Background: an optimization exercise with open tools, aiming at small area, a short achievable clock period and few clock cycles per item. Do not read the settings as production practice.
RTL that was checked went through simulation tests only; none was proved equivalent to the original.
For run 6, only the layout was checked, not whether the RTL still works.
Power figures rest on the tool's default switching activity, not on a simulated workload.

File: design/flow/constraint.sdc
create_clock -name core_clock -period 11.0 [get_ports {CLK}]
set_input_delay 2.2000 -clock core_clock [delete_from_list [all_inputs] [get_ports {CLK}]]
set_output_delay 2.2000 -clock core_clock [all_outputs]
set_load 0.01 [all_outputs]
File: design/flow/standard.sh
#!/bin/bash
# synth_recipe.tcl (not shown) runs the flow's synth.tcl, then flattens the netlist and writes it again
# the make line also repeats each setting of config.mk as NAME=value (left out here)
make -C /OpenROAD-flow-scripts/flow DESIGN_CONFIG=/design/flow/config.mk WORK_HOME=/design/flow/orfs CLKGATE_MAP_FILE= SYNTH_SCRIPT=/design/flow/synth_recipe.tcl "${@:-finish}"
File: design/flow/flow/run.sh
#!/bin/bash
# Own flow: the standard layout, with smaller port buffers, sizing not
# limited to same-footprint cells, and no clock-tree dummy loads.
set -euo pipefail
export BUFFER_PORTS_ARGS="-buffer_cell sky130_fd_sc_hd__buf_2"
export MATCH_CELL_FOOTPRINT=0
export CTS_ARGS="-sink_clustering_enable -repair_clock_nets -dont_use_dummy_load -sink_clustering_size 16 -sink_clustering_max_diameter 60 -buf_list sky130_fd_sc_hd__clkbuf_8"
bash standard.sh > standard.log 2>&1
File: design/flow/config.mk
export PLATFORM = sky130hd
export DESIGN_NAME = memorySubsystem
export DESIGN_NICKNAME = memorySubsystem
export VERILOG_FILES = /design/flow/design.v
export SDC_FILE = /design/flow/constraint.sdc
export NUM_CORES = 4
export LEC_CHECK = 0
export CAP_MARGIN = 20
export CORE_MARGIN = 2
export CORE_UTILIZATION = 55
export PLACE_DENSITY = 0.65
export SETUP_SLACK_MARGIN = 4
export SLEW_MARGIN = 20
export SYNTH_HIERARCHICAL = 1
File: design/flow/design.v
`default_nettype none
package cpuTypesPkg;
  localparam int CPUS = 2;
  typedef logic [31:0] wordT;
  typedef logic [31:0] addrT;
  typedef enum logic [1:0] {
    FREE,
    BUSY,
    ACCESS,
    ERROR
  } ramStateT;
endpackage
`default_nettype wire
`timescale 1ns/1ps
`default_nettype none
module ramReadSlice3 (
  input  cpuTypesPkg::wordT a,
  input  cpuTypesPkg::wordT b,
  input  cpuTypesPkg::wordT c,
  input  logic              sa,
  input  logic              sb,
  input  logic              sc,
  output cpuTypesPkg::wordT yn
);
  assign yn = ~((a & {32{sa}}) | (b & {32{sb}}) | (c & {32{sc}}));
endmodule
module ramReadSlice1 (
  input  cpuTypesPkg::wordT a,
  input  logic              sa,
  output cpuTypesPkg::wordT y
);
  assign y = a & {32{sa}};
endmodule
module ramNand3 (
  input  cpuTypesPkg::wordT a,
  input  cpuTypesPkg::wordT b,
  input  cpuTypesPkg::wordT c,
  output cpuTypesPkg::wordT y
);
  assign y = ~(a & b & c);
endmodule
module ramNor2 (
  input  cpuTypesPkg::wordT a,
  input  cpuTypesPkg::wordT b,
  output cpuTypesPkg::wordT y
);
  assign y = ~(a | b);
endmodule
module ramNor3 (
  input  cpuTypesPkg::wordT a,
  input  cpuTypesPkg::wordT b,
  input  cpuTypesPkg::wordT c,
  output cpuTypesPkg::wordT y
);
  assign y = ~(a | b | c);
endmodule
module ramLoadBit (
  input  logic a,
  input  logic b,
  input  logic c,
  input  logic d,
  input  logic e,
  output logic y
);
  assign y = ~((a & b & c & d) | e);
endmodule
module ramLoadMerge (
  input  cpuTypesPkg::wordT a,
  input  cpuTypesPkg::wordT b,
  input  cpuTypesPkg::wordT c,
  input  logic              fwd,
  input  cpuTypesPkg::wordT fwdData,
  output cpuTypesPkg::wordT y
);
  logic              nfwd;
  cpuTypesPkg::wordT fwdZero;
  assign nfwd    = ~fwd;
  assign fwdZero = ~fwdData & {32{fwd}};
  for (genvar k = 0; k < 32; k++) begin : g_bit
    ramLoadBit loadBit (
      .a (a[k]),
      .b (b[k]),
      .c (c[k]),
      .d (nfwd),
      .e (fwdZero[k]),
      .y (y[k])
    );
  end
endmodule
module ramBitNext (
  input  logic q,
  input  logic keep,
  input  logic d,
  input  logic take,
  output logic next
);
  assign next = (q & keep) | (d & take);
endmodule
module ramModel #(
  parameter int RAM_WORDS = 64
) (
  input  logic                          CLK,
  input  logic                          wen,
  input  logic [$clog2(RAM_WORDS)-1:0]  waddr,
  input  cpuTypesPkg::wordT             wdata,
  input  logic [RAM_WORDS-1:0]          rsel,
  output cpuTypesPkg::wordT             rdata,
  output logic [2:0][31:0]              rnone
);
  localparam int AW = $clog2(RAM_WORDS);
  localparam int NS = RAM_WORDS / 3;
  cpuTypesPkg::wordT mem [RAM_WORDS];
  cpuTypesPkg::wordT    part [NS];
  logic [RAM_WORDS-1:0] take;
  logic [RAM_WORDS-1:0] keep;
  cpuTypesPkg::wordT    next [RAM_WORDS];
  always_comb begin
    for (int w = 0; w < RAM_WORDS; w++) begin
      take[w] = wen & (waddr == AW'(w));
      keep[w] = ~take[w];
    end
  end
  for (genvar w = 0; w < RAM_WORDS; w++) begin : g_word
    for (genvar b = 0; b < 32; b++) begin : g_bit
      ramBitNext bitNext (
        .q    (mem[w][b]),
        .keep (keep[w]),
        .d    (wdata[b]),
        .take (take[w]),
        .next (next[w][b])
      );
    end
  end
  always_ff @(posedge CLK) begin
    for (int w = 0; w < RAM_WORDS; w++) begin
      mem[w] <= next[w];
    end
  end
  for (genvar s = 0; s < NS; s++) begin : g_slice
    ramReadSlice3 slice (
      .a  (mem[3*s]),
      .b  (mem[3*s+1]),
      .c  (mem[3*s+2]),
      .sa (rsel[3*s]),
      .sb (rsel[3*s+1]),
      .sc (rsel[3*s+2]),
      .yn (part[s])
    );
  end
  cpuTypesPkg::wordT lastWord;
  ramReadSlice1 lastSlice (
    .a  (mem[RAM_WORDS-1]),
    .sa (rsel[RAM_WORDS-1]),
    .y  (lastWord)
  );
  cpuTypesPkg::wordT any [7];
  cpuTypesPkg::wordT none [3];
  for (genvar g = 0; g < 7; g++) begin : g_any
    ramNand3 anyGate (
      .a (part[3*g]),
      .b (part[3*g+1]),
      .c (part[3*g+2]),
      .y (any[g])
    );
  end
  ramNor3 none0 (
    .a (any[0]),
    .b (any[1]),
    .c (lastWord),
    .y (none[0])
  );
  ramNor2 none1 (
    .a (any[2]),
    .b (any[3]),
    .y (none[1])
  );
  ramNor3 none2 (
    .a (any[4]),
    .b (any[5]),
    .c (any[6]),
    .y (none[2])
  );
  assign rnone = {none[2], none[1], none[0]};
  ramNand3 merge (
    .a (none[0]),
    .b (none[1]),
    .c (none[2]),
    .y (rdata)
  );
endmodule
`default_nettype wire
`timescale 1ns/1ps
`default_nettype none
module memorySubsystem #(
  parameter int LATENCY   = 1,
  parameter int RAM_WORDS = 64
) (
  input  logic                                      CLK,
  input  logic                                      reset,
  input  logic              [cpuTypesPkg::CPUS-1:0] iREN,
  input  cpuTypesPkg::addrT [cpuTypesPkg::CPUS-1:0] iaddr,
  output cpuTypesPkg::wordT [cpuTypesPkg::CPUS-1:0] iload,
  output logic              [cpuTypesPkg::CPUS-1:0] iwait,
  input  logic              [cpuTypesPkg::CPUS-1:0] dREN,
  input  logic              [cpuTypesPkg::CPUS-1:0] dWEN,
  input  cpuTypesPkg::addrT [cpuTypesPkg::CPUS-1:0] daddr,
  input  cpuTypesPkg::wordT [cpuTypesPkg::CPUS-1:0] dstore,
  output cpuTypesPkg::wordT [cpuTypesPkg::CPUS-1:0] dload,
  output logic              [cpuTypesPkg::CPUS-1:0] dwait,
  input  logic              [cpuTypesPkg::CPUS-1:0] ccwrite,
  output logic              [cpuTypesPkg::CPUS-1:0] ccwait,
  output logic              [cpuTypesPkg::CPUS-1:0] ccinv,
  output cpuTypesPkg::addrT [cpuTypesPkg::CPUS-1:0] ccsnoopaddr
);
  localparam int AW = $clog2(RAM_WORDS);
  logic [3:0]    req;
  logic [3:0]    act;
  logic [3:0]    rd;
  logic [3:0]    done;
  logic [3:0]    allow;
  logic [3:0]    pick;
  logic [1:0]    rr;
  logic [1:0]    hold;
  logic [1:0]    dblock;
  logic          conflict;
  logic          wen;
  logic [AW-1:0] waddr;
  logic [RAM_WORDS-1:0] rsel;
  logic [3:0][7:0] rlo;
  logic [3:0][7:0] rhi;
  logic [3:0][AW-1:0] paddr;
  cpuTypesPkg::wordT wdata;
  cpuTypesPkg::wordT rdata;
  logic [2:0][31:0]  rnone;
  assign req = {dREN | dWEN, iREN};
  assign dblock[0] = hold[0] | (hold[1] & dREN[0]);
  assign dblock[1] = hold[1] | (hold[0] & dREN[1]);
  assign act = req & allow & {~dblock, 2'b11};
  assign rd  = act & {dREN, 2'b11};
  assign conflict = (act[2] & act[3])
                  | (rd[0] & (rd[1] | rd[2] | rd[3]))
                  | (rd[1] & (rd[2] | rd[3]))
                  | (rd[2] & rd[3]);
  assign done = conflict ? 4'b0000 : act;
  always_comb begin
    waddr = '0;
    for (int c = 0; c < 2; c++) begin
      waddr = waddr | (daddr[c][AW+1:2] & {AW{act[2+c]}});
    end
  end
  assign paddr = {daddr[1][AW+1:2], daddr[0][AW+1:2], iaddr[1][AW+1:2], iaddr[0][AW+1:2]};
  always_comb begin
    for (int p = 0; p < 4; p++) begin
      for (int i = 0; i < 8; i++) begin
        rlo[p][i] = rd[p] & (paddr[p][2:0] == 3'(i));
        rhi[p][i] = (paddr[p][5:3] == 3'(i));
      end
    end
    for (int w = 0; w < RAM_WORDS; w++) begin
      rsel[w] = 1'b0;
      for (int p = 0; p < 4; p++) begin
        rsel[w] = rsel[w] | (rlo[p][w % 8] & rhi[p][w / 8]);
      end
    end
  end
  ramModel #(
    .RAM_WORDS (RAM_WORDS)
  ) ram (
    .CLK   (CLK),
    .wen   (wen),
    .waddr (waddr),
    .wdata (wdata),
    .rsel  (rsel),
    .rdata (rdata),
    .rnone (rnone)
  );
  always_comb begin
    for (int c = 0; c < 2; c++) begin
      iwait[c] = ~done[c];
      dwait[c] = ~done[2+c];
      ccwait[1-c] = done[2+c] & dREN[c];
      ccinv[1-c]  = done[2+c] & dREN[c] & ccwrite[c];
      ccsnoopaddr[1-c] = {24'd0, daddr[c][7:0]};
      iload[c] = rdata;
    end
  end
  for (genvar c = 0; c < 2; c++) begin : g_load
    ramLoadMerge loadMerge (
      .a       (rnone[0]),
      .b       (rnone[1]),
      .c       (rnone[2]),
      .fwd     (ccwrite[1-c]),
      .fwdData (dstore[1-c]),
      .y       (dload[c])
    );
  end
  assign wen = (done[2] & (dWEN[0] | ccwrite[1])) | (done[3] & (dWEN[1] | ccwrite[0]));
  assign wdata = (done[2] & dWEN[0]) | (done[3] & dREN[1]) ? dstore[0] : dstore[1];
  always_comb begin
    pick = 4'b0000;
    for (int k = 3; k >= 0; k--) begin
      if (act[(rr + 2'(k)) & 2'd3]) begin
        pick = 4'b0001 << ((rr + 2'(k)) & 2'd3);
      end
    end
  end
  always_ff @(posedge CLK) begin
    if (reset) begin
      allow <= 4'b1111;
      rr    <= 2'd0;
      hold  <= 2'b00;
    end else begin
      hold <= ccwait & ccwrite;
      if (conflict) begin
        allow <= pick;
        rr    <= rr + 2'd1;
      end else begin
        allow <= 4'b1111;
      end
    end
  end
endmodule
`default_nettype wire
==> impl_metrics.toml, run 1 <==
[timing]
fin_ws_ns = 3.54
worstMarginPinSlew_ns = 1.16
fmax_ghz = 0.134
finalHoldViolCount = 0
slew_viol_final = 0
rsz0062_at_grt = "yes"
clock_skew_ns = 0.113
timing.setup.tns_ns = 0
finalSetupViolations = 0
fin_crit_sh_pct = 67.8
whs_ns = 0.485
slew-limit-headroom_pct = 22.1
finalCriticalPeriod_ns = 7.46

[power_and_ir_drop]
peakVddDrop_mv = 0.257
total_power_w = 0.0224
power_density_mw_per_mm2 = 255
leakage_nw = 34.3

[synth]
ys_warn_count = 14
synth_area_leaders = "dfxtp_1 54%, a22o_1 24%, a222oi_1 9.1%"
ys_types = 64
synthCells = 6149
async_reset_ff_share_pct = 0
avgSynthCellArea_sq_um = 12.3
seq_area_frac_synth_pct = 54.3
synth_top_area_share_pct = 54.3
syn_area_sq_mm = 0.0758
ys.flop_type = "dfxtp_1"
synth.ff_latch_count = 2056
synth_edf_count = 0
yosysTopAreaCell = "dfxtp_1"

[status]
status = "finished clean"

[final_layout]
layout-drive-gt1-share_pct = 21.8
instances_no_fill = 8540
nNetsFinal = 6945
final_common_cell = "dfxtp_1"
area_growth_pct = 15.9
layout_common_cells = "2,056 x dfxtp_1, 2,054 x a22o_1, 688 x a222oi_1"
nFillCells = 10571

[floorplanning]
rows = 136
die_h_microns = 375
core_sq_mm = 0.137
dieArea_sq_mm = 0.141
ios = 402
die_x_microns = 375
start_util_pct = 55.3

[critical_path]
critPathKind = "input port to output pin"
cp.required_ns = 8.80
rr_worst_depth = 11
cp.arrival_ns = 5.26
cp-end-kind = "output pin"
start_kind = "input port"
rrSetupSlack_ns = 5.68
crit_fanout = 6

[clock_tree]
clk_latency_ns = 0.92
cts-htree-levels = 4
root_buffer = "clkbuf_8"
hold_buffers = 0
cts_inserted_buffers = 154
clockBufferDepth = 3
clk_pin_slew_ns = 0.07
cts_sinks = 2056
cts_tree = "yes"

[place]
dp_cells = 8100
io_buffers = 245
post-place-ws_ns = 1.80
finalWeightedCongestion = 0.969
post-dp-hpwl_microns = 170000

[detailed_routing]
via_per_inst = 7.73
detail-route-antenna-nets = 0
vias = 66021
firstDrtPassIters = 14
wire_per_inst_microns = 36.4
wirelength_microns = 311000
drtIter0Drc = 12448
drcViolationCount = 0

[grt]
antenna_found_initial = 17
grt.total_usage_pct = 41.9
grt_pass1_wl_microns = 439000
grt_overflow = 0
grt_pass1_vias = 62417
grt_max_degree = 65

[job]
maxCapViolations = 0

[hold_path]
holdPathStages = 1
min_path_type = "flop to flop"
critical path, cell delays in order:
cell	delay [ns]
buf_12	0.09
and2_4	0.14
nor3_2	0.04
buf_6	0.12
and3_4	0.22
nand3b_1	0.22
buf_6	0.19
o221ai_4	0.17
buf_12	0.18
clkbuf_16	0.16
a222oi_1	0.44
nand3_1	0.31
nor3_4	0.37
a41oi_2	0.18
buf_2	0.18
modules after synthesis (local to each module, per instance), a selection:
module           cells inside  area (sq um)
ramNand3                   32           160
ramLoadBit                  1          16.3
ramLoadMerge               36           255
ramNor2                    32           120
ramReadSlice3              41           403
memorySubsystem           474          3520
ramReadSlice1              35           255
ramBitNext                  1          8.76
path summary, 6_finish.rpt:
check                       from             end
setup / recovery         dREN[0]       dload[21]
hold / removal    ram.mem[63][1]  ram.mem[63][1]
setup reg to reg         hold[0]  ram.mem[27][9]
hold reg to reg   ram.mem[63][1]  ram.mem[63][1]
cells by family (layout without fill, tap and decap cells):
logic type,after synthesis,after routing,synth area share [%]
fa+ha+maj,4,4,0.0660
buf+inv,356,890,3.70
xor+xnor,1,1,0.0115
other cells,1,57,0.00494
flops,2056,2056,54.3
mux,32,32,0.475
simple gates,750,750,5.85
compound gates,2949,2956,35.6
Yosys cell counts, drive strengths merged (6+ instances only):
library cell and number:
buf 319, a22oi 49, a22o 2054, and3 6, and2b 58, nor2b 11
a222oi 688, dfxtp 2056, and2 39, nand2 93, and3b 10, o221ai 48
nor3 76, clkbuf 32, nand2b 9, a41oi 64, and4bb 6, o21ai 24
mux2 32, nand4bb 8, nor4 6, nor2 121, nand3b 8, nor3b 8
nand3 264
timing repair:
item,in CTS,in global routing
buffers inserted,222,30
resized for setup,505,101
endpoints found under the setup margin,128,128
pin swaps,296,158
gates cloned,13,10
hold endpoints to repair,0,0
report_power, final:
group          total, W  leakage [nW]  internal (W)  switching [W]
Combinational   0.00658          16.4       0.00355        0.00303
Sequential       0.0122          16.8        0.0105        0.00168
Clock           0.00364          1.11       0.00126        0.00238
Total            0.0224          34.3        0.0153        0.00709
layout make-up:
class / count / area [sq um] / share of cell area, %
Timing Repair Buffer: 731 / 7170 / 8.15
Tap cell: 1794 / 2240 / 2.55
Clock buffer: 154 / 2120 / 2.41
Inverter: 5 / 18.8 / 0.0214
Sequential cell: 2056 / 41200 / 46.8
Multi-Input combinational cell: 3791 / 35200 / 40.0
Antenna cell: 9 / 22.5 / 0.0256
metrics by stage:
step	utilization, %	area, sq um
after CTS	63.3	86900
after floorplan	-	76000
after detailed placement	57.8	79300
after global placement	57.8	79300
after global routing	64.1	87900
final	64.1	87900
routing by layer:
metal	track usage (%)	routed length (microns)
met4	25.3	20100
met5	0.480	136
met3	15.7	42700
met1	53.7	118000
met2	59.7	130000
flip-flops by register name (all words and copies together) (netlist names):
signal,count
hold,2
ram.mem,2048
allow,4
rr,2
Testbench counts, summed over its fixed seeds: cycles 4,416, items 4,316.
==> inputs of run 2 (changes only) <==
--- a/design/flow/config.mk
+++ b/design/flow/config.mk
@@ -7,8 +7,8 @@
 export LEC_CHECK = 0
 export CAP_MARGIN = 20
 export CORE_MARGIN = 2
-export CORE_UTILIZATION = 55
-export PLACE_DENSITY = 0.65
+export CORE_UTILIZATION = 60
+export PLACE_DENSITY = 0.7
 export SETUP_SLACK_MARGIN = 4
 export SLEW_MARGIN = 20
 export SYNTH_HIERARCHICAL = 1
==> run 2 against run 1 <==
- combinational power about the same
- final cell count down 3.1%
- utilization up 4.7 points
- critical path depth down 2
- worst setup slack worse by 0.080 ns
- register-to-register slack better by 0.69 ns
- flip-flop and latch count unchanged
- critical path type unchanged
- critical endpoint is now dload[30]
==> impl_metrics.toml, run 2 <==
[synth]
synthCells = 6149
synth_area_leaders = "dfxtp_1 54%, a22o_1 24%, a222oi_1 9.1%"
ys_types = 64
synthTopCellsByCount = "2,056 x dfxtp_1, 2,054 x a22o_1, 688 x a222oi_1"
syn_area_sq_mm = 0.0758
synth_edf_count = 0
async_reset_ff_share_pct = 0
ys.flop_type = "dfxtp_1"
synth.ff_latch_count = 2056
synth_top_area_share_pct = 54.3
ys_warn_count = 14
yosysTopAreaCell = "dfxtp_1"
avgSynthCellArea_sq_um = 12.3
seq_area_frac_synth_pct = 54.3
yosysMostFrequentCell = "dfxtp_1"

[place]
post-dp-hpwl_microns = 164000
finalWeightedCongestion = 0.996
postPlaceCellArea_sq_mm = 0.0789
io_buffers = 245
dp_cells = 7931

[detailed_routing]
drtIter0Drc = 13781
vias = 65925
via_per_inst = 7.97
wirelength_microns = 300000
detail-route-antenna-nets = 0
drcViolationCount = 0
wl_met3_microns = 43400
met1_length_microns = 112000
routed-wl-met2_microns = 124000
highest_layer = "met5"
wire_per_inst_microns = 36.3
firstDrtPassIters = 13

[status]
status = "finished clean"

[critical_path]
cp-end-kind = "output pin"
start_kind = "input port"
cp.arrival_ns = 5.34
endpoint = "dload[30]"
startpoint = "dREN[0]"
r2r_end = "ram.mem[17][30]"
critPathKind = "input port to output pin"
cp.required_ns = 8.80
rrSetupSlack_ns = 6.37
worstReg2RegStart = "hold[0]"
crit_fanout = 8
rr_worst_depth = 11

[grt]
grt_max_degree = 65
grt_pass1_wl_microns = 426000
grt_overflow = 0
grt_pass1_vias = 61645
grt.total_usage_pct = 43.9
antenna_found_initial = 19

[final_layout]
nNetsFinal = 6820
layout_common_cells = "2,056 x dfxtp_1, 2,054 x a22o_1, 688 x a222oi_1"
top_regs = "ram.mem: 2048 flops, allow: 4 flops"
layout-drive-gt1-share_pct = 20.1
fin_util_pct = 68.8
instances_no_fill = 8272
nFillCells = 9320
area_growth_pct = 13.8
largest_reg_flops = 2048
final_common_cell = "dfxtp_1"
fin_area_sq_mm = 0.0863
top_register = "ram.mem"

[timing]
slew-limit-headroom_pct = 17.1
slew_viol_final = 0
finalHoldViolCount = 0
worstMarginPinSlew_ns = 1.24
finalCriticalPeriod_ns = 7.54
finalSetupViolations = 0
clock_skew_ns = 0.0962
rsz0062_at_grt = "yes"
fin_crit_sh_pct = 68.5
timing.setup.tns_ns = 0
fmax_ghz = 0.133

[clock_tree]
clk_latency_ns = 0.93
cts_sinks = 2056
clk_pin_slew_ns = 0.07
cts-htree-levels = 4
cts_inserted_buffers = 153
clockBufferDepth = 3
hold_buffers = 0
cts_tree = "yes"
root_buffer = "clkbuf_8"

[power_and_ir_drop]
power_density_mw_per_mm2 = 260
peakVddDrop_mv = 0.286
leakage_nw = 33.5
total_power_w = 0.0224

[floorplanning]
dieArea_sq_mm = 0.129
die_x_microns = 360
core_sq_mm = 0.126
start_util_pct = 60.4
ios = 402
die_h_microns = 360
rows = 130

[job]
maxCapViolations = 0

[hold_path]
min_path_type = "flop to flop"
## run 2: cell counts after synthesis
No cell type changed its count.
## run 2: cell families after synthesis
logic type,count (synthesis),share of synthesized area [%]
AND/OR/NAND/NOR,750,5.85
multiplexers,32,0.475
XOR/XNOR,1,0.0115
AO/OA/AOI/OAI,2949,35.6
adder cells (fa/ha/maj),4,0.0660
flip-flops,2056,54.3
other,1,0.00494
buffers and inverters,356,3.70
## run 2: worst min path at each step
| stage | start | to | slack (ns) | cells after the start |
|---|---|---|---|---|
| floorplan | ram.mem[63][0] | ram.mem[63][0] | 0.45 | 1 |
| global placement | ram.mem[63][28] | ram.mem[63][28] | 0.46 | 1 |
| detailed placement | ram.mem[63][17] | ram.mem[63][17] | 0.46 | 1 |
| CTS | ram.mem[47][17] | ram.mem[47][17] | 0.48 | 1 |
| global route | ram.mem[56][2] | ram.mem[56][2] | 0.50 | 1 |
| finish | ram.mem[53][23] | ram.mem[53][23] | 0.49 | 1 |
## run 2: per-module statistics from Yosys (local to each module, per instance), excerpt
module           cells  area [sq um]  flip-flops and latches
ramNand3            32           160                       0
ramReadSlice3       41           403                       0
ramBitNext           1          8.76                       0
ramNor3             32           320                       0
ramLoadBit           1          16.3                       0
ramLoadMerge        36           255                       0
ramReadSlice1       35           255                       0
memorySubsystem    474          3520                       8
ramNor2             32           120                       0
## run 2: repair_timing
item | 4_1_cts | 5_1_grt
gates resized for setup | 516 | 50
pin swaps | 285 | 113
hold endpoints to repair | 0 | 0
setup endpoints to repair | 128 | 128
setup buffers | 146 | 14
gates cloned | 14 | 3
## run 2: critical path, cell delays in order
cell and delay, ns:
buf_8 0.11, nand4bb_4 0.21, buf_4 0.18, nor2_2 0.07
nand3_4 0.27, o221ai_4 0.25, buf_12 0.21, a222oi_1 0.82
nand3_2 0.31, nor3_4 0.18, buf_4 0.20, a41oi_2 0.12
buf_2 0.17
## run 2: through the flow
stage          hold WS (ns)  setup slack (ns)
2_1_floorplan         0.448              4.18
3_3_place_gp          0.458              1.97
3_5_place_dp          0.463              1.96
4_1_cts               0.483              3.68
5_1_grt               0.500              3.46
6_report              0.487              3.46
## run 2: metal layers
| layer | up-vias | global-route usage (%) |
|---|---|---|
| li1 | 26991 | - |
| met1 | 32976 | 56.9 |
| met2 | 5120 | 62.6 |
| met3 | 820 | 15.1 |
| met4 | 18 | 26.8 |
| met5 | - | 1.44 |
## run 2: layout make-up
cell class | count | area (sq um) | share of cell area [%]
Sequential cell | 2056 | 41200 | 47.7
Timing Repair Buffer | 613 | 5940 | 6.88
Antenna cell | 10 | 25.0 | 0.0290
Multi-Input combinational cell | 3785 | 35000 | 40.6
Inverter | 5 | 18.8 | 0.0217
Clock buffer | 153 | 2110 | 2.44
Tap cell | 1650 | 2060 | 2.39
## run 2: report_power, final
part | switching, W | internal [W] | leakage (nW) | total, W
registers | 0.00168 | 0.0105 | 16.8 | 0.0122
clock network | 0.00237 | 0.00125 | 1.10 | 0.00362
logic | 0.00303 | 0.00357 | 15.6 | 0.00660
==> inputs of run 3 (changes only) <==
--- a/design/flow/config.mk
+++ b/design/flow/config.mk
@@ -8,7 +8,8 @@
 export CAP_MARGIN = 20
 export CORE_MARGIN = 2
 export CORE_UTILIZATION = 60
+export GPL_ROUTABILITY_DRIVEN = 0
 export PLACE_DENSITY = 0.7
-export SETUP_SLACK_MARGIN = 4
+export SETUP_SLACK_MARGIN = 4.5
 export SLEW_MARGIN = 20
 export SYNTH_HIERARCHICAL = 1
==> run 3 against run 2 <==
- still clean
- power is 0.57% lower
- utilization is 0.65 points lower
- combinational power is 2% lower
- non-clock buffer count is 25 lower
- first-iteration DRC count is 0.55% lower
- flip-flop and latch count stayed put
- area after synthesis stayed put
- clock power hardly changed
- global-route usage is 1.2 points lower
- via count is 0.51% lower
- critical path type unchanged
- critical endpoint is now dload[22]
==> impl_metrics.toml, run 3 <==
[status]
status = "finished clean"

[grt]
grt.total_usage_pct = 42.7
grt_max_degree = 65
grt_pass1_wl_microns = 417000
antenna_found_initial = 13
grt_pass1_vias = 61176
grt_overflow = 0

[power_and_ir_drop]
peakVddDrop_mv = 0.223
power_density_mw_per_mm2 = 261
leakage_nw = 33.3

[synth]
syn_area_sq_mm = 0.0758
synthCells = 6149
synth.ff_latch_count = 2056
synth_edf_count = 0
synth_area_leaders = "dfxtp_1 54%, a22o_1 24%, a222oi_1 9.1%"
yosysTopAreaCell = "dfxtp_1"
ys_warn_count = 14
async_reset_ff_share_pct = 0
seq_area_frac_synth_pct = 54.3
synth_top_area_share_pct = 54.3
yosysMostFrequentCell = "dfxtp_1"
synthTopCellsByCount = "2,056 x dfxtp_1, 2,054 x a22o_1, 688 x a222oi_1"
ys.flop_type = "dfxtp_1"
ys_types = 64
avgSynthCellArea_sq_um = 12.3

[detailed_routing]
drtIter0Drc = 13705
drcViolationCount = 0
wirelength_microns = 295000
met1_length_microns = 113000
wl_met3_microns = 46500
via_per_inst = 7.96
vias = 65590
detail-route-antenna-nets = 0
wire_per_inst_microns = 35.8
highest_layer = "met5"
firstDrtPassIters = 11
routed-wl-met2_microns = 120000

[final_layout]
top_register = "ram.mem"
layout_common_cells = "2,056 x dfxtp_1, 2,054 x a22o_1, 688 x a222oi_1"
top_regs = "ram.mem: 2048 flops, allow: 4 flops"
largest_reg_flops = 2048
layout-drive-gt1-share_pct = 19.7
final_common_cell = "dfxtp_1"
area_growth_pct = 12.8
nNetsFinal = 6796
nFillCells = 9293

[floorplanning]
die_h_microns = 360
die_x_microns = 360
dieArea_sq_mm = 0.129
ios = 402
core_sq_mm = 0.126
rows = 130
start_util_pct = 60.4

[timing]
slew_viol_final = 0
fmax_ghz = 0.133
timing.setup.tns_ns = 0
rsz0062_at_grt = "yes"
worstMarginPinSlew_ns = 1.24
clock_skew_ns = 0.0998
finalCriticalPeriod_ns = 7.50
fin_crit_sh_pct = 68.2
slew-limit-headroom_pct = 16.9
finalSetupViolations = 0
whs_ns = 0.481
finalHoldViolCount = 0

[clock_tree]
root_buffer = "clkbuf_8"
cts_tree = "yes"
clockBufferDepth = 3
cts_sinks = 2056
clk_latency_ns = 0.94
clk_pin_slew_ns = 0.07
cts_inserted_buffers = 153
cts-htree-levels = 4
hold_buffers = 0

[critical_path]
r2r_end = "ram.mem[63][26]"
start_kind = "input port"
cp.required_ns = 8.80
critPathKind = "input port to output pin"
crit_fanout = 8
rrSetupSlack_ns = 5.93
cp.arrival_ns = 5.30
worstReg2RegStart = "hold[0]"
rr_worst_depth = 11
cp-end-kind = "output pin"

[hold_path]
hold-path-endpoint = "ram.mem[63][2]"
hp-start = "ram.mem[63][2]"
holdPathStages = 1
min_path_type = "flop to flop"

[place]
post-dp-hpwl_microns = 161000
io_buffers = 245

[job]
maxCapViolations = 0
run 3: changes by cell type in the layout (fill, tap and decap cells not counted), moves of 7 or more:
cell      before  now
buf_16        12    5
buf_2        170  180
nand3_1      156  163
o221ai_4      35   15
o221ai_2      14   33
buf_4        219  212
buf_6        123  102
run 3: layout make-up:
class / count / area (sq um) / area share (%)
clock buffers: 153 / 2110 / 2.46
repair buffers: 588 / 5530 / 6.47
flip-flops and latches: 2056 / 41200 / 48.1
diodes: 4 / 10.0 / 0.0117
well taps: 1650 / 2060 / 2.41
multi-input cells: 3786 / 34600 / 40.5
inverters: 5 / 20.0 / 0.0234
run 3: worst max path at each step:
stage | from | endpoint | slack (ns) | cells after the start
2_1_floorplan | dREN[0] | iload[32] | 4.36 | 12
3_3_place_gp | dWEN[1] | iload[37] | 2.30 | 12
3_5_place_dp | dWEN[1] | iload[5] | 2.23 | 12
4_1_cts | iREN[1] | dload[35] | 3.69 | 14
5_1_grt | dREN[0] | dload[24] | 3.51 | 15
6_report | daddr[35] | dload[22] | 3.50 | 11
run 3: worst max-delay path, stage by stage:
cell and delay [ns]:
buf_2 0.32, nor2b_1 0.18, nand2_2 0.37, o21ai_2 0.21, buf_12 0.20, a222oi_1 0.60, nand3_2 0.44, nor3_4 0.27
buf_12 0.16, a41oi_2 0.10, buf_2 0.20
run 3: per-module statistics from Yosys, one instance, submodules excluded, excerpt:
module           cells inside  flip-flops and latches  area, sq um  times used
ramNor3                    32                       0          320           2
ramLoadBit                  1                       0         16.3          64
ramBitNext                  1                       0         8.76        2048
ramNand3                   32                       0          160           8
ramReadSlice1              35                       0          255           1
ramNor2                    32                       0          120           1
memorySubsystem           474                       8         3520           1
ramLoadMerge               36                       0          255           2
ramReadSlice3              41                       0          403          21
run 3: stage by stage:
stage	power [W]	cell area, sq um	util [%]	instances	setup WS [ns]
after CTS	0.0218	84300	67.1	8189	3.69
after global placement	0.0176	79000	62.9	7940	2.30
after floorplan	0.0162	76500	-	6196	4.36
after detailed placement	0.0179	79000	62.9	7940	2.23
final	0.0223	85500	68.1	8242	3.50
after global routing	0.0231	85500	68.1	8241	3.51
run 3: what timing repair did:
action | in CTS | in global routing
setup endpoints to repair | 132 | 130
buffers inserted | 88 | 39
gates resized for setup | 355 | 132
pin swaps | 161 | 183
cloned | 8 | 9
run 3: per-layer routing:
metal,track usage [%],vias up
met3,18.1,794
met1,56.4,32746
met4,20.8,18
met5,1.48,-
li1,-,26941
met2,59.5,5091
run 3: logic make-up (layout without fill, tap and decap cells):
group,count (synthesis),in the layout,share of synthesized area (%)
flops,2056,2056,54.3
compound gates,2949,2951,35.6
fa+ha+maj,4,4,0.0660
buf+inv,356,746,3.70
xor+xnor,1,1,0.0115
mux,32,32,0.475
simple gates,750,750,5.85
other cells,1,52,0.00494
run 3: where the power goes:
| part | total (W) | switching [W] | internal, W |
|---|---|---|---|
| sequential | 0.0122 | 0.00169 | 0.0105 |
| combinational | 0.00648 | 0.00298 | 0.00350 |
| clock | 0.00359 | 0.00234 | 0.00125 |
==> inputs of run 4 (changes only) <==
--- a/design/flow/config.mk
+++ b/design/flow/config.mk
@@ -8,7 +8,6 @@
 export CAP_MARGIN = 20
 export CORE_MARGIN = 2
 export CORE_UTILIZATION = 60
-export GPL_ROUTABILITY_DRIVEN = 0
 export PLACE_DENSITY = 0.7
 export SETUP_SLACK_MARGIN = 4.5
 export SLEW_MARGIN = 20
==> run 4 against run 3 <==
- still clean
- routed wire length increased by 1.1%
- flip-flop and latch count stayed put
- sequential power hardly changed
- count of clock-buffer cells in the layout is 1 lower
- area after synthesis unchanged
- non-clock buffer count shrank 5
- clock power is essentially flat
- first-iteration DRC count fell by 1.2%
- clock skew is 0.010 ns lower
- synthesized cell count stayed put
- global-route usage rose by 0.87 points
- critical path type unchanged
- highest routed layer unchanged
==> impl_metrics.toml, run 4 <==
[place]
post-place-ws_ns = 2.22
postPlaceCellArea_sq_mm = 0.0790
io_buffers = 245
post-dp-hpwl_microns = 163000
finalWeightedCongestion = 0.974

[final_layout]
layout_common_cells = "2,056 x dfxtp_1, 2,054 x a22o_1, 688 x a222oi_1"
layout-drive-gt1-share_pct = 19.6
top_regs = "ram.mem: 2048 flops, allow: 4 flops"
area_growth_pct = 12.6
fin_area_sq_mm = 0.0854
final_common_cell = "dfxtp_1"
nNetsFinal = 6789
top_register = "ram.mem"
largest_reg_flops = 2048

[timing]
slew_viol_final = 0
finalSetupViolations = 0
fmax_ghz = 0.135
clock_skew_ns = 0.0897
rsz0062_at_grt = "yes"
slew-limit-headroom_pct = 17.2
finalHoldViolCount = 0
finalCriticalPeriod_ns = 7.39
fin_crit_sh_pct = 67.2
fin_ws_ns = 3.61
worstMarginPinSlew_ns = 1.24
whs_ns = 0.484
timing.setup.tns_ns = 0

[critical_path]
crit_top_cell = "a222oi_1"
cp.arrival_ns = 5.19
crit_fanout = 16
slowest_delay_ns = 0.46
cp_slowest_cell = "nand3_2"
cp.required_ns = 8.80
cp-end-kind = "output pin"
critPathKind = "input port to output pin"
crit_buf_inv = 5
start_kind = "input port"
path_cells = "buf_8 -> nand4bb_4 -> nor4b_4 -> buf_6 -> a222oi_1 -> o21ai_2 -> bufbuf_16 -> a222oi_1 -> nand3_2 -> nor3_4 -> buf_12 -> a41oi_2 -> buf_4"
crit_family = "compound AO/OA/AOI/OAI gates"

[power_and_ir_drop]
leakage_nw = 33.2
total_power_w = 0.0223
peakVddDrop_mv = 0.279
power_density_mw_per_mm2 = 261

[floorplanning]
die_h_microns = 360
die_x_microns = 360
rows = 130
start_util_pct = 60.4
core_sq_mm = 0.126
ios = 402
dieArea_sq_mm = 0.129

[synth]
yosysTopAreaCell = "dfxtp_1"
async_reset_ff_share_pct = 0
ys.flop_type = "dfxtp_1"
syn_area_sq_mm = 0.0758
synth_top_area_share_pct = 54.3
synth.ff_latch_count = 2056
synth_edf_count = 0
yosysMostFrequentCell = "dfxtp_1"
seq_area_frac_synth_pct = 54.3
synthTopCellsByCount = "2,056 x dfxtp_1, 2,054 x a22o_1, 688 x a222oi_1"
synthCells = 6149
avgSynthCellArea_sq_um = 12.3
ys_warn_count = 14
ys_types = 64
synth_area_leaders = "dfxtp_1 54%, a22o_1 24%, a222oi_1 9.1%"

[detailed_routing]
wirelength_microns = 298000
wire_per_inst_microns = 36.2
via_per_inst = 7.97
detail-route-antenna-nets = 0
vias = 65621
firstDrtPassIters = 9
drcViolationCount = 0
drtIter0Drc = 13536

[clock_tree]
cts_sinks = 2056
clk_latency_ns = 0.93
clockBufferDepth = 3
cts-htree-levels = 4
cts_inserted_buffers = 152
cts_tree = "yes"
root_buffer = "clkbuf_8"
hold_buffers = 0
clk_pin_slew_ns = 0.08

[grt]
grt_pass1_vias = 61513
antenna_found_initial = 9
grt_max_degree = 65
grt_overflow = 0
grt.total_usage_pct = 43.5
grt_pass1_wl_microns = 424000

[status]
status = "finished clean"

[job]
maxCapViolations = 0

[hold_path]
min_path_type = "flop to flop"
[run 4: cell count changes in the layout (fill, tap and decap cells not counted), moves of 4 or more]
| cell | before | now |
|---|---|---|
| nor2_4 | 30 | 23 |
| buf_6 | 102 | 112 |
| buf_12 | 69 | 61 |
| nand3_2 | 71 | 62 |
| nand3_1 | 163 | 169 |
| nand2_1 | 60 | 56 |
| nor2_2 | 73 | 82 |
| buf_2 | 180 | 175 |
[run 4: final timing paths]
path / from / end / slack, ns / depth (start not counted)
max: dREN[0] / dload[21] / 3.61 / 13
min: ram.mem[63][1] / ram.mem[63][1] / 0.48 / 1
max reg2reg: hold[0] / ram.mem[44][14] / 6.03 / 12
min reg2reg: ram.mem[63][1] / ram.mem[63][1] / 0.48 / 1
[run 4: modules after synthesis (local to each module, per instance), excerpt]
module	flops+latches	cell area, sq um
ramLoadBit	0	16.3
ramReadSlice3	0	403
ramBitNext	0	8.76
memorySubsystem	8	3520
ramLoadMerge	0	255
ramNor3	0	320
ramNand3	0	160
ramNor2	0	120
ramReadSlice1	0	255
[run 4: repair_timing]
| item | in CTS | in global routing |
|---|---|---|
| gates cloned | 11 | 4 |
| resized for setup | 409 | 82 |
| buffers inserted | 98 | 29 |
| hold endpoints to repair | 0 | 0 |
| pin swaps | 182 | 128 |
| setup endpoints to repair | 134 | 130 |
[run 4: layout make-up]
type                            instances  area, sq um
Tap cell                             1650         2060
Inverter                                5         18.8
Timing Repair Buffer                  583         5460
Clock buffer                          152         2090
Fill cell                            9394        40100
Sequential cell                      2056        41200
Multi-Input combinational cell       3785        34600
Antenna cell                            5         12.5
[run 4: where the power goes]
part / switching [W] / internal (W) / total [W]
logic: 0.00298 / 0.00350 / 0.00648
registers: 0.00169 / 0.0105 / 0.0122
clock network: 0.00236 / 0.00124 / 0.00360
[run 4: metrics by stage]
step	utilization (%)	cells
after detailed placement	62.9	7937
after CTS	67.4	8198
after global routing	68.0	8233
final	68.0	8236
after floorplan	-	6196
after global placement	62.9	7937
[run 4: worst register-to-register path, cell delays in order (launching register included)]
cell and delay [ns]:
dfxtp_1 0.39, nand2b_1 0.25, nor3_4 0.07, buf_4 0.19, a221oi_4 0.29, buf_4 0.21
buf_4 0.13, nand2_1 0.25, o22ai_1 0.65, and3b_1 0.95, nand2_1 0.72, buf_4 0.46
a22o_1 0.25
[run 4: cells by family (layout without fill, tap and decap cells)]
logic type                 Yosys count  in the layout  synth area share, %
AOI/OAI and AO/OA                 2949           2950                 35.6
DFF                               2056           2056                 54.3
and+or+nand+nor                    750            750                 5.85
buffers and inverters              356            740                 3.70
muxes                               32             32                0.475
adders and majority gates            4              4               0.0660
other                                1             53              0.00494
xor gates and xnor gates             1              1               0.0115
[run 4: routing by layer]
metal / part of all wire, % / up-vias / global-route usage (%) / routed length (microns)
met5: 0.037 / - / 0.407 / 110
met4: 5.1 / 12 / 20.5 / 15300
met3: 16 / 755 / 18.6 / 48200
met2: 40 / 5210 / 60.1 / 121000
met1: 38 / 32711 / 58.3 / 114000
li1: - / 26933 / - / -
==> inputs of run 5 (changes only) <==
==> design/flow/flow/run.sh (replaced) <==
#!/bin/bash
# Own flow: the standard layout, with smaller port buffers, sizing not
# limited to same-footprint cells, and no clock-tree dummy loads.
set -euo pipefail
export BUFFER_PORTS_ARGS="-buffer_cell sky130_fd_sc_hd__buf_2"
export MATCH_CELL_FOOTPRINT=0
export CTS_ARGS="-sink_clustering_enable -repair_clock_nets -dont_use_dummy_load -sink_clustering_size 12 -sink_clustering_max_diameter 50 -buf_list sky130_fd_sc_hd__clkbuf_8"
bash standard.sh > standard.log 2>&1
==> run 5 against run 4 <==
- still clean
- via count increased by 0.41%
- register-to-register slack about the same
- hold slack got worse by 0.0069 ns
- area after synthesis unchanged
- count of clock-buffer cells in the layout increased by 44
- die area unchanged
- fmax decreased by 0.15%
- worst setup slack got worse by 0.011 ns
- design area increased by 1.0%
- combinational power about the same
- first-iteration DRC count decreased by 0.16%
- critical endpoint is now dload[55]
==> impl_metrics.toml, run 5 <==
[final_layout]
top_regs = "ram.mem: 2048 flops, allow: 4 flops"
seqCellArea_sq_mm = 0.0412
top_register = "ram.mem"
fin_util_pct = 68.7
nNetsFinal = 6847
layout-drive-gt1-share_pct = 20.5
multi_input_area_sq_mm = 0.0347
nFillCells = 9315
final_common_cell = "dfxtp_1"
area_growth_pct = 13.8
fin_area_sq_mm = 0.0863
largest_reg_flops = 2048
layout_common_cells = "2,056 x dfxtp_1, 2,054 x a22o_1, 688 x a222oi_1"

[critical_path]
slowest_delay_ns = 0.60
cp-end-kind = "output pin"
r2r_end = "ram.mem[63][13]"
cp_slowest_cell = "a222oi_1"
startpoint = "iREN[0]"
crit_top_cell = "buf_4"
path_cells = "buf_8 -> and2_4 -> nand2_4 -> nor3_1 -> buf_4 -> a22oi_1 -> o221ai_2 -> buf_4 -> a222oi_1 -> nand3_2 -> nor3_4 -> a41oi_2 -> buf_2"
crit_fanout = 32
cp.required_ns = 8.80
critPathKind = "input port to output pin"
start_kind = "input port"
rr_worst_depth = 11
worstReg2RegStart = "hold[0]"
endpoint = "dload[55]"
rrSetupSlack_ns = 6.02
cp.arrival_ns = 5.21

[synth]
async_reset_ff_share_pct = 0
yosysTopAreaCell = "dfxtp_1"
ys.flop_type = "dfxtp_1"
synthTopCellsByCount = "2,056 x dfxtp_1, 2,054 x a22o_1, 688 x a222oi_1"
synth_top_area_share_pct = 54.3
synth_area_leaders = "dfxtp_1 54%, a22o_1 24%, a222oi_1 9.1%"
syn_area_sq_mm = 0.0758
ys_types = 64
ys_warn_count = 14
seq_area_frac_synth_pct = 54.3
avgSynthCellArea_sq_um = 12.3
synthCells = 6149
yosysMostFrequentCell = "dfxtp_1"
synth.ff_latch_count = 2056
synth_edf_count = 0

[timing]
timing.setup.tns_ns = 0
rsz0062_at_grt = "yes"
finalSetupViolations = 0
fin_crit_sh_pct = 67.3
fin_ws_ns = 3.59
finalHoldViolCount = 0
finalCriticalPeriod_ns = 7.41
fmax_ghz = 0.135
slew-limit-headroom_pct = 16.4
slew_viol_final = 0
clock_skew_ns = 0.119
worstMarginPinSlew_ns = 1.25

[clock_tree]
cts-htree-levels = 4
clk_pin_slew_ns = 0.05
cts_inserted_buffers = 196
clk_latency_ns = 0.97
clockBufferDepth = 3
cts_sinks = 2056
hold_buffers = 0
root_buffer = "clkbuf_8"
cts_tree = "yes"

[floorplanning]
dieArea_sq_mm = 0.129
ios = 402
rows = 130
core_sq_mm = 0.126
start_util_pct = 60.4
die_x_microns = 360
die_h_microns = 360

[grt]
grt.total_usage_pct = 43.7
grt_pass1_vias = 61898
grt_max_degree = 65
antenna_found_initial = 6
grt_overflow = 0
grt_pass1_wl_microns = 425000

[power_and_ir_drop]
clockPowerShare_pct = 17.7
leakage_nw = 33.7
power_density_mw_per_mm2 = 264
combinationalPowerShare_pct = 28.5
internal-power_w = 0.0156
pwr-share-seq_pct = 53.7
switchingPower_w = 0.00714
p_sw_share_pct = 31.3
peakVddDrop_mv = 0.292

[hold_path]
min_path_type = "flop to flop"

[place]
post-dp-hpwl_microns = 163000
post-place-ws_ns = 2.22
io_buffers = 245
postPlaceCellArea_sq_mm = 0.0790
finalWeightedCongestion = 0.974

[job]
maxCapViolations = 0

[detailed_routing]
detail-route-antenna-nets = 0
drtIter0Drc = 13514
vias = 65890
wirelength_microns = 301000
firstDrtPassIters = 15
drcViolationCount = 0
via_per_inst = 7.94
wire_per_inst_microns = 36.3

[status]
status = "finished clean"
[run 5: cell counts after synthesis]
No cell type changed its count.
[run 5: how the worst min path moves through the flow]
stage	start	endpoint	slack (ns)	cells after the start
after global placement	ram.mem[63][1]	ram.mem[63][1]	0.46	1
after floorplan	ram.mem[63][0]	ram.mem[63][0]	0.45	1
after CTS	ram.mem[63][1]	ram.mem[63][1]	0.48	1
final	ram.mem[63][1]	ram.mem[63][1]	0.48	1
after detailed placement	ram.mem[63][22]	ram.mem[63][22]	0.46	1
after global routing	ram.mem[18][24]	ram.mem[18][24]	0.49	1
[run 5: area by class of cell]
class | count | share of cell area (%)
tap | 1650 | 2.39
timing repair buffer | 597 | 6.56
clock buffer | 196 | 3.13
inverter | 5 | 0.0218
multi-input combinational | 3785 | 40.2
sequential | 2056 | 47.7
antenna | 6 | 0.0174
[run 5: kinds of logic (layout without fill, tap and decap cells)]
| group | Yosys count | in the layout | share of synthesized area (%) |
|---|---|---|---|
| other cells | 1 | 54 | 0.00494 |
| xor+xnor | 1 | 1 | 0.0115 |
| flops | 2056 | 2056 | 54.3 |
| fa+ha+maj | 4 | 4 | 0.0660 |
| compound gates | 2949 | 2950 | 35.6 |
| simple gates | 750 | 750 | 5.85 |
| buf+inv | 356 | 798 | 3.70 |
| mux | 32 | 32 | 0.475 |
[run 5: layer usage]
| layer | GRT usage, % | share of wire [%] | vias to the layer above |
|---|---|---|---|
| li1 | - | - | 27043 |
| met1 | 57.7 | 38 | 32869 |
| met2 | 60.4 | 40 | 5182 |
| met3 | 19.8 | 16 | 788 |
| met4 | 20.7 | 5.0 | 8 |
| met5 | 0.111 | 0.018 | - |
[run 5: per-module statistics from Yosys, one instance, submodules excluded, excerpt]
| module | copies in the design | cells | area (sq um) | flip-flops and latches |
|---|---|---|---|---|
| ramNor2 | 1 | 32 | 120 | 0 |
| ramLoadBit | 64 | 1 | 16.3 | 0 |
| ramReadSlice3 | 21 | 41 | 403 | 0 |
| ramLoadMerge | 2 | 36 | 255 | 0 |
| memorySubsystem | 1 | 474 | 3520 | 8 |
| ramReadSlice1 | 1 | 35 | 255 | 0 |
| ramNand3 | 8 | 32 | 160 | 0 |
| ramNor3 | 2 | 32 | 320 | 0 |
| ramBitNext | 2048 | 1 | 8.76 | 0 |
[run 5: repair_timing]
| item | CTS | global route |
|---|---|---|
| gates resized for setup | 432 | 82 |
| gates cloned | 11 | 6 |
| pin swaps | 190 | 131 |
| setup endpoints to repair | 134 | 130 |
| setup buffers | 98 | 41 |
[run 5: worst max-delay path: cells and delay by family]
family,cells,cell delay [ns]
AOI/OAI and AO/OA,4,1.22
buffers and inverters,4,0.82
and+or+nand+nor,5,0.92
[run 5: stage by stage]
stage / instances / hold slack [ns] / power [W]
6_report: 8295 / 0.477 / 0.0228
5_1_grt: 8291 / 0.493 / 0.0236
4_1_cts: 8242 / 0.480 / 0.0223
3_5_place_dp: 7937 / 0.462 / 0.0179
3_3_place_gp: 7937 / 0.458 / 0.0176
2_1_floorplan: 6196 / 0.448 / 0.0162
[run 5: power groups by stage]
stage	registers [W]	clock network (W)	logic (W)
3_5_place_dp	0.0122	0	0.00567
4_1_cts	0.0121	0.00403	0.00616
2_1_floorplan	0.0118	0	0.00437
6_report	0.0122	0.00404	0.00649
3_3_place_gp	0.0121	0	0.00551
5_1_grt	0.0125	0.00432	0.00678
==> inputs of run 6 (changes only) <==
--- a/design/flow/design.v
+++ b/design/flow/design.v
@@ -13,31 +13,31 @@
 `default_nettype wire
 `timescale 1ns/1ps
 `default_nettype none
-module ramReadSlice3 (
+module ramReadSlice2 (
   input  cpuTypesPkg::wordT a,
   input  cpuTypesPkg::wordT b,
-  input  cpuTypesPkg::wordT c,
   input  logic              sa,
   input  logic              sb,
-  input  logic              sc,
   output cpuTypesPkg::wordT yn
 );
-  assign yn = ~((a & {32{sa}}) | (b & {32{sb}}) | (c & {32{sc}}));
+  assign yn = ~((a & {32{sa}}) | (b & {32{sb}}));
 endmodule
-module ramReadSlice1 (
+module ramNand3 (
   input  cpuTypesPkg::wordT a,
-  input  logic              sa,
+  input  cpuTypesPkg::wordT b,
+  input  cpuTypesPkg::wordT c,
   output cpuTypesPkg::wordT y
 );
-  assign y = a & {32{sa}};
+  assign y = ~(a & b & c);
 endmodule
-module ramNand3 (
+module ramNand4 (
   input  cpuTypesPkg::wordT a,
   input  cpuTypesPkg::wordT b,
   input  cpuTypesPkg::wordT c,
+  input  cpuTypesPkg::wordT d,
   output cpuTypesPkg::wordT y
 );
-  assign y = ~(a & b & c);
+  assign y = ~(a & b & c & d);
 endmodule
 module ramNor2 (
   input  cpuTypesPkg::wordT a,
@@ -108,9 +108,9 @@
   output logic [2:0][31:0]              rnone
 );
   localparam int AW = $clog2(RAM_WORDS);
-  localparam int NS = RAM_WORDS / 3;
+  localparam int NS = RAM_WORDS / 2;
   cpuTypesPkg::wordT mem [RAM_WORDS];
-  cpuTypesPkg::wordT    part [NS];
+  cpuTypesPkg::wordT part [NS];
   logic [RAM_WORDS-1:0] take;
   logic [RAM_WORDS-1:0] keep;
   cpuTypesPkg::wordT    next [RAM_WORDS];
@@ -137,47 +137,40 @@
     end
   end
   for (genvar s = 0; s < NS; s++) begin : g_slice
-    ramReadSlice3 slice (
-      .a  (mem[3*s]),
-      .b  (mem[3*s+1]),
-      .c  (mem[3*s+2]),
-      .sa (rsel[3*s]),
-      .sb (rsel[3*s+1]),
-      .sc (rsel[3*s+2]),
+    ramReadSlice2 slice (
+      .a  (mem[2*s]),
+      .b  (mem[2*s+1]),
+      .sa (rsel[2*s]),
+      .sb (rsel[2*s+1]),
       .yn (part[s])
     );
   end
-  cpuTypesPkg::wordT lastWord;
-  ramReadSlice1 lastSlice (
-    .a  (mem[RAM_WORDS-1]),
-    .sa (rsel[RAM_WORDS-1]),
-    .y  (lastWord)
-  );
-  cpuTypesPkg::wordT any [7];
+  cpuTypesPkg::wordT any [8];
   cpuTypesPkg::wordT none [3];
-  for (genvar g = 0; g < 7; g++) begin : g_any
-    ramNand3 anyGate (
-      .a (part[3*g]),
-      .b (part[3*g+1]),
-      .c (part[3*g+2]),
+  for (genvar g = 0; g < 8; g++) begin : g_any
+    ramNand4 anyGate (
+      .a (part[4*g]),
+      .b (part[4*g+1]),
+      .c (part[4*g+2]),
+      .d (part[4*g+3]),
       .y (any[g])
     );
   end
   ramNor3 none0 (
     .a (any[0]),
     .b (any[1]),
-    .c (lastWord),
+    .c (any[2]),
     .y (none[0])
   );
-  ramNor2 none1 (
-    .a (any[2]),
-    .b (any[3]),
+  ramNor3 none1 (
+    .a (any[3]),
+    .b (any[4]),
+    .c (any[5]),
     .y (none[1])
   );
-  ramNor3 none2 (
-    .a (any[4]),
-    .b (any[5]),
-    .c (any[6]),
+  ramNor2 none2 (
+    .a (any[6]),
+    .b (any[7]),
     .y (none[2])
   );
   assign rnone = {none[2], none[1], none[0]};
==> design/flow/flow/run.sh (replaced) <==
#!/bin/bash
# Own flow: the standard layout, with smaller port buffers, sizing not
# limited to same-footprint cells, and no clock-tree dummy loads.
set -euo pipefail
export BUFFER_PORTS_ARGS="-buffer_cell sky130_fd_sc_hd__buf_2"
export MATCH_CELL_FOOTPRINT=0
export CTS_ARGS="-sink_clustering_enable -repair_clock_nets -dont_use_dummy_load -sink_clustering_size 16 -sink_clustering_max_diameter 60 -buf_list sky130_fd_sc_hd__clkbuf_8"
bash standard.sh > standard.log 2>&1
==> run 6 against run 5 <==
- critical path depth increased by 2
- fmax fell by 1.2%
- clock power down 11%
- highest routed layer unchanged
- critical path type unchanged
- flip-flop and latch count did not move
- critical endpoint is now dload[15]
==> impl_metrics.toml, run 6 <==
[synth]
synth_top_family_by_area = "compound AO/OA/AOI/OAI gates"
synthSimpleGateAreaFrac_pct = 6.09
ys.flop_type = "dfxtp_1"
avgSynthCellArea_sq_um = 11.8
synth_mux_area_share_pct = 0.469
synth_area_leaders = "dfxtp_1 54%, a22o_1 23%, a22oi_1 10%"
synth_edf_count = 0
synthTopCellsByCount = "2,056 x dfxtp_1, 2,054 x a22o_1, 1,073 x a22oi_1"
synth_fa_ha_area_share_pct = 0.0651
ys_types = 62
synth_top_area_share_pct = 53.6
yosysTopAreaCell = "dfxtp_1"
synthCells = 6501
yosysMostFrequentCell = "dfxtp_1"
synth-compound-area-share_pct = 36.4
syn_area_sq_mm = 0.0769
ys_warn_count = 14
async_reset_ff_share_pct = 0
synth.ff_latch_count = 2056
seq_area_frac_synth_pct = 53.6
yosys.area_share.xor_xnor_pct = 0.0114

[grt]
grt_pass1_wl_microns = 448000
grt_overflow = 0
grt.total_usage_pct = 46.1
antenna_found_initial = 8
grt_pass1_vias = 64467
grt_max_degree = 65

[final_layout]
nNetsFinal = 7329
fin_util_pct = 70.3
largest_reg_flops = 2048
nFillCells = 9311
layout_common_cells = "2,056 x dfxtp_1, 2,050 x a22o_1, 962 x a22oi_1"
final_common_cell = "dfxtp_1"
top_regs = "ram.mem: 2048 flops, allow: 4 flops"
layout-drive-gt1-share_pct = 20.8
area_growth_pct = 16.5
multi_input_area_sq_mm = 0.0368
top_register = "ram.mem"
seqCellArea_sq_mm = 0.0412

[detailed_routing]
via_per_inst = 7.86
wirelength_microns = 320000
wire_per_inst_microns = 36.5
detail-route-antenna-nets = 0
drcViolationCount = 0
firstDrtPassIters = 12
drtIter0Drc = 12168
vias = 69089

[clock_tree]
clockBufferDepth = 3
root_buffer = "clkbuf_8"
cts_inserted_buffers = 152
cts_tree = "yes"
clk_latency_ns = 0.96
cts-htree-levels = 4
hold_buffers = 0
clk_pin_slew_ns = 0.05
cts_sinks = 2056

[critical_path]
slowest_delay_ns = 0.59
start_kind = "input port"
crit_buf_inv = 6
cp.required_ns = 8.80
cp.arrival_ns = 5.29
crit_top_cell = "buf_6"
cp_slowest_cell = "nand4_1"
cp-end-kind = "output pin"
critPathKind = "input port to output pin"
crit_family = "simple AND/OR/NAND/NOR gates"
path_cells = "buf_6 -> and2_4 -> nand2_4 -> nor3_4 -> buf_6 -> a222oi_1 -> o21ai_4 -> buf_6 -> a22oi_2 -> nand4_1 -> nor3_4 -> buf_12 -> buf_8 -> a41oi_2 -> buf_2"
crit_fanout = 6

[timing]
fin_crit_sh_pct = 68.1
fmax_ghz = 0.133
timing.setup.tns_ns = 0
finalHoldViolCount = 0
slew-limit-headroom_pct = 16.7
rsz0062_at_grt = "yes"
fin_ws_ns = 3.51
finalSetupViolations = 0
clock_skew_ns = 0.108
finalCriticalPeriod_ns = 7.49
worstMarginPinSlew_ns = 1.25
slew_viol_final = 0

[power_and_ir_drop]
p_sw_share_pct = 32.1
power_density_mw_per_mm2 = 252
leakage_nw = 33.7
peakVddDrop_mv = 0.240
combinationalPowerShare_pct = 29.5
switchingPower_w = 0.00723
internal-power_w = 0.0153
pwr-share-seq_pct = 54.5
clockPowerShare_pct = 16.0

[floorplanning]
dieArea_sq_mm = 0.131
core_sq_mm = 0.127
ios = 402
start_util_pct = 60.4
rows = 131
die_x_microns = 362
die_h_microns = 362

[place]
post-dp-hpwl_microns = 167000
io_buffers = 245
finalWeightedCongestion = 0.994
post-place-ws_ns = 1.96

[status]
status = "finished clean"

[job]
maxCapViolations = 0

[hold_path]
min_path_type = "flop to flop"
run 6: worst paths after layout:
check / slack [ns] / to / start / depth (start not counted)
max: 3.51 / dload[15] / iREN[1] / 15
min: 0.49 / ram.mem[59][22] / ram.mem[59][22] / 1
max reg2reg: 6.28 / ram.mem[28][18] / hold[0] / 11
min reg2reg: 0.49 / ram.mem[59][22] / ram.mem[59][22] / 1
run 6: worst register-to-register path, stage by stage, from the launching register on:
cell and delay (ns):
dfxtp_1 0.38, nand2b_1 0.24, nor3_4 0.08, buf_4 0.14, buf_4 0.19, a221oi_2 0.26
buf_4 0.23, nand2_1 0.10, o22ai_2 0.70, nand3b_1 0.88, nor2_4 1.18, a22o_1 0.29
run 6: what timing repair did:
action	CTS	global route
setup buffers	225	64
gates cloned	23	8
pin swaps	177	157
setup endpoints to repair	128	128
hold endpoints to repair	0	0
resized for setup	335	195
run 6: through the flow:
step                area [sq um]  cells  power (W)  hold slack [ns]
floorplan                  77400   6548     0.0162            0.456
global placement           80800   8311     0.0177            0.466
CTS                        87700   8711     0.0219            0.482
detailed placement         80800   8311     0.0180            0.471
global route               89500   8784     0.0233            0.499
finish                     89500   8789     0.0226            0.487
run 6: cell type report:
| cell class | count | share of cell area [%] |
|---|---|---|
| Sequential cell | 2056 | 46.0 |
| Multi-Input combinational cell | 4153 | 41.1 |
| Timing Repair Buffer | 755 | 8.24 |
| Clock buffer | 152 | 2.34 |
| Tap cell | 1662 | 2.32 |
| Inverter | 5 | 0.0210 |
| Antenna cell | 6 | 0.0168 |
run 6: power by group through the flow:
stage	sequential [W]	combinational, W	clock [W]
global placement	0.0121	0.00555	0
floorplan	0.0119	0.00429	0
finish	0.0123	0.00664	0.00361
CTS	0.0121	0.00620	0.00359
global route	0.0126	0.00689	0.00386
detailed placement	0.0123	0.00574	0
run 6: cell families (layout without fill, tap and decap cells):
family	after synthesis	after routing
AOI/OAI and AO/OA	3301	3317
and+or+nand+nor	750	751
adders and majority gates	4	4
buffers and inverters	356	912
muxes	32	32
DFF	2056	2056
xor gates and xnor gates	1	1
other	1	54
run 6: modules after synthesis, one instance, submodules excluded, excerpt:
module           cells  area [sq um]
memorySubsystem    474          3520
ramBitNext           1          8.76
ramLoadBit           1          16.3
ramLoadMerge        36           255
ramNand3            32           160
ramNand4            32           200
ramNor2             32           120
ramNor3             32           320
ramReadSlice2       38           289
run 6: metal layers:
layer  global-route usage (%)  vias to the layer above  part of all wire (%)  wire length (microns)
met5                        0                        -                 0.047                    150
met4                     31.5                        8                   7.3                  23400
met3                     18.4                     1008                    15                  46600
met2                     63.5                     5342                    41                 131000
met1                     59.0                    34639                    37                 120000
li1                         -                    28092                     -                      -

[static timing again, ports no longer ideal]
Ports are ideal in the flow. The routed layouts listed here were re-timed in OpenROAD.
Step 1 sets driving cells, clkbuf_16 on the clock port and buf_2 on the other inputs (assumed; they add their load-dependent delay and slew).
Step 2 adds t to the input delays and takes it off the output delays; t is the mean of the earliest and latest rising clock arrival at the registers after step 1. Input paths then give back, and output paths get back, about the clock's delay inside the block.
Slacks: ideal ports / drivers / drivers and shift; pairs: ideal ports / drivers.
run | t, ns | slack for setup (ns) | hold slack, ns | worst setup path after step 2 | slew at the worst register clock pin (ns)
run 1 | 0.946 | 3.543 / 3.471 / 3.471 | 0.485 / 0.485 / 0.485 | input to output | 0.11 / 0.11
run 2 | 0.975 | 3.463 / 3.402 / 3.402 | 0.487 / 0.487 / 0.487 | input to output | 0.11 / 0.11
run 3 | 0.966 | 3.495 / 3.354 / 3.354 | 0.481 / 0.481 / 0.481 | input to output | 0.11 / 0.11
run 4 | 0.972 | 3.606 / 3.397 / 3.397 | 0.484 / 0.484 / 0.484 | input to output | 0.11 / 0.11
run 5 | 0.999 | 3.595 / 3.432 / 3.432 | 0.477 / 0.477 / 0.477 | input to output | 0.09 / 0.09
run 6 | 0.980 | 3.505 / 3.453 / 3.453 | 0.487 / 0.487 / 0.487 | input to output | 0.11 / 0.11
After both steps setup and hold are still met in every run listed. For run 4, which loses most, drivers alone change the setup slack by -0.209 ns; drivers and shift together by -0.209 ns.
